Source: an optimization exercise on an open RTL-to-GDS flow (aim: small area and a short achievable clock period). Production flows keep margins and buffers that such runs may drop.
Function was checked by simulation only, so behaviour that the tests miss may differ from the original.
Power is estimated from default activity; no workload was simulated.

<file path="flow/design.v">
`default_nettype none
package float_types_pkg;
  typedef struct packed {
    logic       sign;
    logic [7:0] exp;
    logic [22:0] mant;
  } float_point_num;
  typedef enum logic {
    OK_state   = 1'b0,
    NAN_or_INF = 1'b1    
  } num_status_e;
  typedef enum logic [3-1:0] {
    REG_A      = 0,
    REG_B      = 1,
    REG_CTRL   = 2,
    REG_RESULT = 3,
    REG_STATUS = 4
  } fp_reg_e;
endpackage
`default_nettype wire
`timescale 1ns/1ps
`default_nettype none
module comb_fp_summator (
  input  float_types_pkg::float_point_num a_i,
  input  float_types_pkg::float_point_num b_i,
  output float_types_pkg::num_status_e    answer_status_o,
  output float_types_pkg::float_point_num answer_o
);
  always_comb begin : flag_special
    if ((&a_i.exp) || (&b_i.exp))
      answer_status_o = float_types_pkg::NAN_or_INF;
    else
      answer_status_o = float_types_pkg::OK_state;
  end
  logic        a_larger;
  logic [7:0]  exp_dif;
  logic [7:0]  exp_al;
  logic [23:0] a_mant;
  logic [23:0] b_mant;
  logic [23:0] a_al;
  logic [23:0] b_al;
  always_comb begin : align
    a_mant   = {|a_i.exp, a_i.mant};    
    b_mant   = {|b_i.exp, b_i.mant};
    a_larger = a_i.exp > b_i.exp;
    if (a_larger) begin
      exp_dif = a_i.exp - b_i.exp;
      exp_al  = a_i.exp;
      a_al    = a_mant;
      b_al    = b_mant >> exp_dif;      
    end else begin
      exp_dif = b_i.exp - a_i.exp;
      exp_al  = b_i.exp;
      a_al    = a_mant >> exp_dif;
      b_al    = b_mant;
    end
  end
  logic [24:0] mant_sum;
  logic        res_sign;
  always_comb begin : add_sub
    if (a_i.sign == b_i.sign) begin
      mant_sum = {1'b0, a_al} + {1'b0, b_al};
      res_sign = a_i.sign;
    end else if (a_al >= b_al) begin
      mant_sum = {1'b0, a_al} - {1'b0, b_al};
      res_sign = a_i.sign;              
    end else begin
      mant_sum = {1'b0, b_al} - {1'b0, a_al};
      res_sign = b_i.sign;
    end
  end
  logic [4:0]  lead_shift;
  logic        lead_found;
  logic [23:0] norm_mant;
  always_comb begin : find_lead_one
    lead_shift = 5'd0;
    lead_found = 1'b0;
    for (int i = 22; i >= 0; i--) begin
      if (mant_sum[i] && !lead_found) begin
        lead_shift = 5'(23 - i);
        lead_found = 1'b1;
      end
    end
  end
  always_comb begin : normalize
    norm_mant = mant_sum[23:0] << lead_shift;
    if (mant_sum == 25'd0) begin
      answer_o = '0;                    
    end else if (mant_sum[24]) begin
      answer_o = {res_sign, exp_al + 8'd1, mant_sum[23:1]};
    end else if (mant_sum[23]) begin
      answer_o = {res_sign, exp_al, mant_sum[22:0]};
    end else begin
      answer_o = {res_sign,
                  exp_al - {3'b000, lead_shift},
                  norm_mant[22:0]};
    end
  end
endmodule
`default_nettype wire
`timescale 1ns/1ps
`default_nettype none
module fp_add_unit (
  input  logic                           clk_i,
  input  logic                           reset_i,
  input  float_types_pkg::float_point_num operand_a,
  input  float_types_pkg::float_point_num operand_b,
  input  logic                           start,
  output float_types_pkg::float_point_num result,
  output float_types_pkg::num_status_e    status,
  output logic                           done
);
  float_types_pkg::float_point_num sum;
  float_types_pkg::num_status_e    sum_status;
  comb_fp_summator u_summator (
    .a_i             (operand_a),
    .b_i             (operand_b),
    .answer_status_o (sum_status),
    .answer_o        (sum)
  );
  always_ff @(posedge clk_i) begin : capture
    if (reset_i) begin
      result <= '0;
      status <= float_types_pkg::OK_state;
      done   <= 1'b0;
    end else if (start) begin
      result <= sum;
      status <= sum_status;
      done   <= 1'b1;
    end
  end
endmodule
`default_nettype wire
`timescale 1ns/1ps
`default_nettype none
module fp_wb_regs (
  input  logic                           clk_i,
  input  logic                           reset_i,
  input  logic                           wb_cyc_i,
  input  logic                           wb_stb_i,
  input  logic                           wb_we_i,
  input  logic [3-1:0]       wb_adr_i,
  input  logic [31:0]                    wb_dat_i,
  input  logic [3:0]                     wb_sel_i,
  output logic [31:0]                    wb_dat_o,
  output logic                           wb_ack_o,
  output float_types_pkg::float_point_num operand_a,
  output float_types_pkg::float_point_num operand_b,
  output logic                           start,
  input  float_types_pkg::float_point_num result,
  input  float_types_pkg::num_status_e    status,
  input  logic                           done
);
  float_types_pkg::fp_reg_e     reg_sel;
  logic        access;
  logic [31:0] status_word;
  assign reg_sel = float_types_pkg::fp_reg_e'(wb_adr_i);
  assign access  = wb_cyc_i && wb_stb_i && !wb_ack_o;    
  always_ff @(posedge clk_i) begin : bus_ctrl
    if (reset_i) begin
      wb_ack_o <= 1'b0;
      start    <= 1'b0;
    end else begin
      wb_ack_o <= access;
      start    <= access && wb_we_i && (reg_sel == float_types_pkg::REG_CTRL) &&
                  wb_dat_i[0];
    end
  end
  always_ff @(posedge clk_i) begin : operand_regs
    if (reset_i) begin
      operand_a <= '0;
      operand_b <= '0;
    end else if (access && wb_we_i) begin
      case (reg_sel)
        float_types_pkg::REG_A:   operand_a <= float_types_pkg::float_point_num'(wb_dat_i);
        float_types_pkg::REG_B:   operand_b <= float_types_pkg::float_point_num'(wb_dat_i);
        default: ;                                         
      endcase
    end
  end
  always_comb begin : build_status
    status_word                    = '0;
    status_word[0] = done;
    status_word[1]  = (status == float_types_pkg::NAN_or_INF);
  end
  always_comb begin : read_mux
    case (reg_sel)
      float_types_pkg::REG_A:      wb_dat_o = operand_a;
      float_types_pkg::REG_B:      wb_dat_o = operand_b;
      float_types_pkg::REG_RESULT: wb_dat_o = result;
      float_types_pkg::REG_STATUS: wb_dat_o = status_word;
      default:    wb_dat_o = '0;                           
    endcase
  end
endmodule
`default_nettype wire
`timescale 1ns/1ps
`default_nettype none
module fp_wb_top (
  input  logic                     clk_i,
  input  logic                     reset_i,
  input  logic                     wb_cyc_i,
  input  logic                     wb_stb_i,
  input  logic                     wb_we_i,
  input  logic [3-1:0] wb_adr_i,
  input  logic [31:0]              wb_dat_i,
  input  logic [3:0]               wb_sel_i,
  output logic [31:0]              wb_dat_o,
  output logic                     wb_ack_o
);
  float_types_pkg::float_point_num operand_a;
  float_types_pkg::float_point_num operand_b;
  logic           start;
  float_types_pkg::float_point_num result;
  float_types_pkg::num_status_e    status;
  logic           done;
  fp_wb_regs u_regs (
    .clk_i     (clk_i),
    .reset_i   (reset_i),
    .wb_cyc_i  (wb_cyc_i),
    .wb_stb_i  (wb_stb_i),
    .wb_we_i   (wb_we_i),
    .wb_adr_i  (wb_adr_i),
    .wb_dat_i  (wb_dat_i),
    .wb_sel_i  (wb_sel_i),
    .wb_dat_o  (wb_dat_o),
    .wb_ack_o  (wb_ack_o),
    .operand_a (operand_a),
    .operand_b (operand_b),
    .start     (start),
    .result    (result),
    .status    (status),
    .done      (done)
  );
  fp_add_unit u_add (
    .clk_i     (clk_i),
    .reset_i   (reset_i),
    .operand_a (operand_a),
    .operand_b (operand_b),
    .start     (start),
    .result    (result),
    .status    (status),
    .done      (done)
  );
endmodule
`default_nettype wire
</file>
<file path="flow/run.sh">
#!/bin/bash
# synth_recipe.tcl (not shown) runs the flow's synth.tcl, then flattens the netlist and writes it again
# the make line also repeats each setting of config.mk as NAME=value (left out here)
make -C /OpenROAD-flow-scripts/flow DESIGN_CONFIG=/design/flow/config.mk WORK_HOME=/design/flow/orfs CLKGATE_MAP_FILE= SYNTH_SCRIPT=/design/flow/synth_recipe.tcl finish
</file>
<file path="flow/config.mk">
export PLATFORM = sky130hd
export DESIGN_NAME = fp_wb_top
export DESIGN_NICKNAME = fp_wb_top
export VERILOG_FILES = /design/flow/design.v
export SDC_FILE = /design/flow/constraint.sdc
export NUM_CORES = 4
export LEC_CHECK = 0
export CAP_MARGIN = 20
export CORE_MARGIN = 2
export CORE_UTILIZATION = 40
export SLEW_MARGIN = 20
</file>
<file path="flow/constraint.sdc">
create_clock -name core_clock -period 10.0 [get_ports {clk_i}]
set_input_delay 2.0000 -clock core_clock [delete_from_list [all_inputs] [get_ports {clk_i}]]
set_output_delay 2.0000 -clock core_clock [all_outputs]
set_load 0.01 [all_outputs]
</file>
==> impl_metrics.json <==
{
  "track_usage_pct": 31.3,
  "start_util_pct": 40.6,
  "cpPeakStageDelay_ps": 450,
  "status": "no timing/DRC/antenna violations",
  "ys_seq_area_share_pct": 13.8,
  "io_buffers": 72,
  "clk_path_buf_depth": 2,
  "leakagePower_nw": 6.18,
  "fin_crit_ps": 9430,
  "syn_area_um2": 14500,
  "ff2ff_setup_slack_ps": 570,
  "vias": 16100,
  "critPathMaxFanout": 32,
  "whs_path_depth": 1,
  "antenna_found_initial": 1,
  "insertion_delay_ps": 370,
  "cts.sinks": 100,
  "die_w_um": 194,
  "finalCritPeriodShare_pct": 94.3,
  "hold_viol": 0,
  "synthCells": 2062,
  "synthTopCellsByArea": "dfxtp_1, a21oi_1, ha_1",
  "cts_root_buf": "clkbuf_16",
  "crit_slowest_cell": "ha_1",
  "setup_viol": 0,
  "hold_end": "u_regs.wb_ack_o",
  "synth_nets": 2207,
  "gp_congestion": 1.03,
  "r2r-end": "u_add.result[29]",
  "drt_wl_total_um": 60800,
  "grt_pass1_wl_um": 91600,
  "cp-end-kind": "flop",
  "holdBufCountCts": 0,
  "hp-class": "flop to flop",
  "cts_buffers": 9,
  "die_area_um2": 37800,
  "syn_avg_cell_area_um2": 7.02,
  "first_pass_iters": 6,
  "drive_gt1_share_pct": 11.5,
  "ant_nets": 0,
  "hp-start": "u_regs.wb_ack_o",
  "grt_pass1_vias": 14800,
  "core-area_um2": 35700,
  "ys_ff_latch": 100,
  "fin_setup_tns_ps": 0,
  "relSlewSlack_pct": 25.1,
  "whs_ps": 444,
  "powerDensity_nw_per_um2": 95.1,
  "final_common_cell": "nand2_1",
  "overflow": 0,
  "reg2reg_depth": 41,
  "cts_tree": "built",
  "synth_top_area_share_pct": 13.8,
  "htree_levels": 3,
  "std_cell_rows": 69,
  "die_y_um": 194,
  "viasPerCell": 6.33,
  "synth_cell_types": 106,
  "final_nets": 2224,
  "cp.arrival_ps": 9650,
  "required_ps": 10220,
  "vdd_ir_drop_max_v": 0.000110,
  "max-cap-violations": 0,
  "first_iter_violations": 1739,
  "critPathKind": "flop to flop",
  "wl_per_cell_um": 23.9,
  "area.growth.synth_to_final_pct": 11.4,
  "synth_edf_count": 0,
  "ios": 77,
  "hpwl_um": 48100,
  "slew_violations": 0,
  "clock_skew_ps": 14.0,
  "clock.fmax_mhz": 106,
  "start_kind": "flop",
  "route.detailed.drc": 0,
  "cp-startpoint": "u_regs.operand_a[23]",
  "async_flop_share_pct": 0,
  "regToRegStartpoint": "u_regs.operand_a[23]",
  "synth_warnings": 3,
  "n_fill_cell": 3715,
  "layout_common_cells": "nand2_1, a21oi_1, nor2_1",
  "synth_ff_type": "dfxtp_1",
  "worst_slew_pin_slew_ps": 1110,
  "grt_max_degree": 81,
  "rsz0062_at_grt": "false",
  "synth_area_leader_cell": "dfxtp_1",
  "cts.clk_slew.worst_paths_ps": 70
}
[sequential cells by signal, indices dropped and copies added, names as in the netlist]
name	cells
u_add.result	32
u_regs.wb_ack_o	1
u_add.done	1
u_regs.operand_a	32
u_add.status	1
u_regs.start	1
u_regs.operand_b	32
[cell usage after synthesis (33+ instances only)]
cell / instances
a21oi_1: 242
a22oi_1: 51
clkbuf_1: 99
dfxtp_1: 100
ha_1: 95
inv_1: 106
mux2_2: 41
mux2i_1: 54
nand2_1: 311
nand3_1: 33
nor2_1: 174
nor2b_1: 37
nor3_1: 45
o21ai_0: 97
[kinds of logic (layout without fill, tap and decap cells)]
group / count (synthesis) / after routing / synth area share (%)
simple gates: 745 / 745 / 24.1
compound gates: 696 / 696 / 31.9
buf+inv: 255 / 277 / 7.43
mux: 123 / 123 / 11.1
fa+ha+maj: 101 / 101 / 9.04
flops: 100 / 100 / 13.8
xor+xnor: 42 / 42 / 2.59
other cells: 0 / 2 / 0
[worst max-delay path by stage]
stage	endpoint	cells after the start
final	u_add.result[29]	41
after global routing	u_add.result[30]	43
after CTS	u_add.result[30]	40
after detailed placement	u_add.result[30]	40
after global placement	u_add.result[29]	39
after floorplan	u_add.result[30]	39
[what timing repair did]
| item | CTS | global route |
|---|---|---|
| endpoints found under the hold margin | 0 | 0 |
| gates resized for setup | 0 | 12 |
| endpoints found under the setup margin | 0 | 14 |
| setup buffers | 0 | 0 |
[per-stage QoR]
| step | setup slack (ps) | cells | area [µm²] | utilization (%) | power [mW] |
|---|---|---|---|---|---|
| floorplan | 1610 | 2062 | 14500 | - | 0.921 |
| global placement | 584 | 2529 | 15800 | 44.3 | 1.15 |
| detailed placement | 458 | 2529 | 15800 | 44.3 | 1.14 |
| CTS | 384 | 2545 | 16100 | 45.1 | 1.51 |
| global route | 90.7 | 2545 | 16100 | 45.3 | 1.60 |
| finish | 568 | 2547 | 16100 | 45.3 | 1.54 |
[final cells by class]
type | count | area, µm² | area share [%]
timing repair buffer | 154 | 1340 | 8.31
tap | 461 | 577 | 3.57
sequential | 100 | 2000 | 12.4
multi-input combinational | 1707 | 11500 | 71.3
antenna | 2 | 5.00 | 0.0310
clock inverter | 6 | 68.8 | 0.426
inverter | 107 | 404 | 2.50
clock buffer | 10 | 239 | 1.48
[routing by layer]
layer | vias to the layer above | share of wire [%] | GRT usage, %
li1 | 7560 | - | -
met1 | 7658 | 43 | 42.1
met2 | 782 | 45 | 50.6
met3 | 120 | 7.3 | 3.59
met4 | 0 | 4.4 | 13.3
met5 | - | 0 | 0
[power by group]
group	internal [mW]	total (mW)	switching, mW
sequential	0.400	0.405	0.00471
clock	0.203	0.369	0.166
combinational	0.263	0.762	0.499
total	0.865	1.54	0.670
[critical path: cells and delay by family, from the launching register on]
| kind | cells | cell delay (ps) |
|---|---|---|
| muxes | 1 | 160 |
| and+or+nand+nor | 13 | 2190 |
| AOI/OAI and AO/OA | 16 | 3470 |
| xor gates and xnor gates | 2 | 560 |
| buffers and inverters | 5 | 1150 |
| adders and majority gates | 4 | 1270 |
| DFF | 1 | 400 |

-- port drivers added, routing unchanged --
No port has a modelled driver above. Below, the same layout with a new extraction and two added sets of constraints. Step 1 sets driving cells, clkbuf_16 on the clock port and buf_2 on the other inputs (assumed; they add their load-dependent delay and slew). Step 2 times the ports against the registers' clock, not the clock port: input delays grow and output delays shrink by t, the midpoint of the rising clock arrivals with the driver on. Slacks: no drivers / after step 1 / after step 2; pairs: no drivers / after step 1.
t, ns: 0.402
slack for setup (ns): 0.568 / 0.568 / 0.568
worst setup path after step 2: register to register
cell pins on the clock port's net: 1
After both steps setup and hold are still met in this run. For this run, drivers alone change the setup slack by 0.000 ns; drivers and shift together by 0.000 ns.
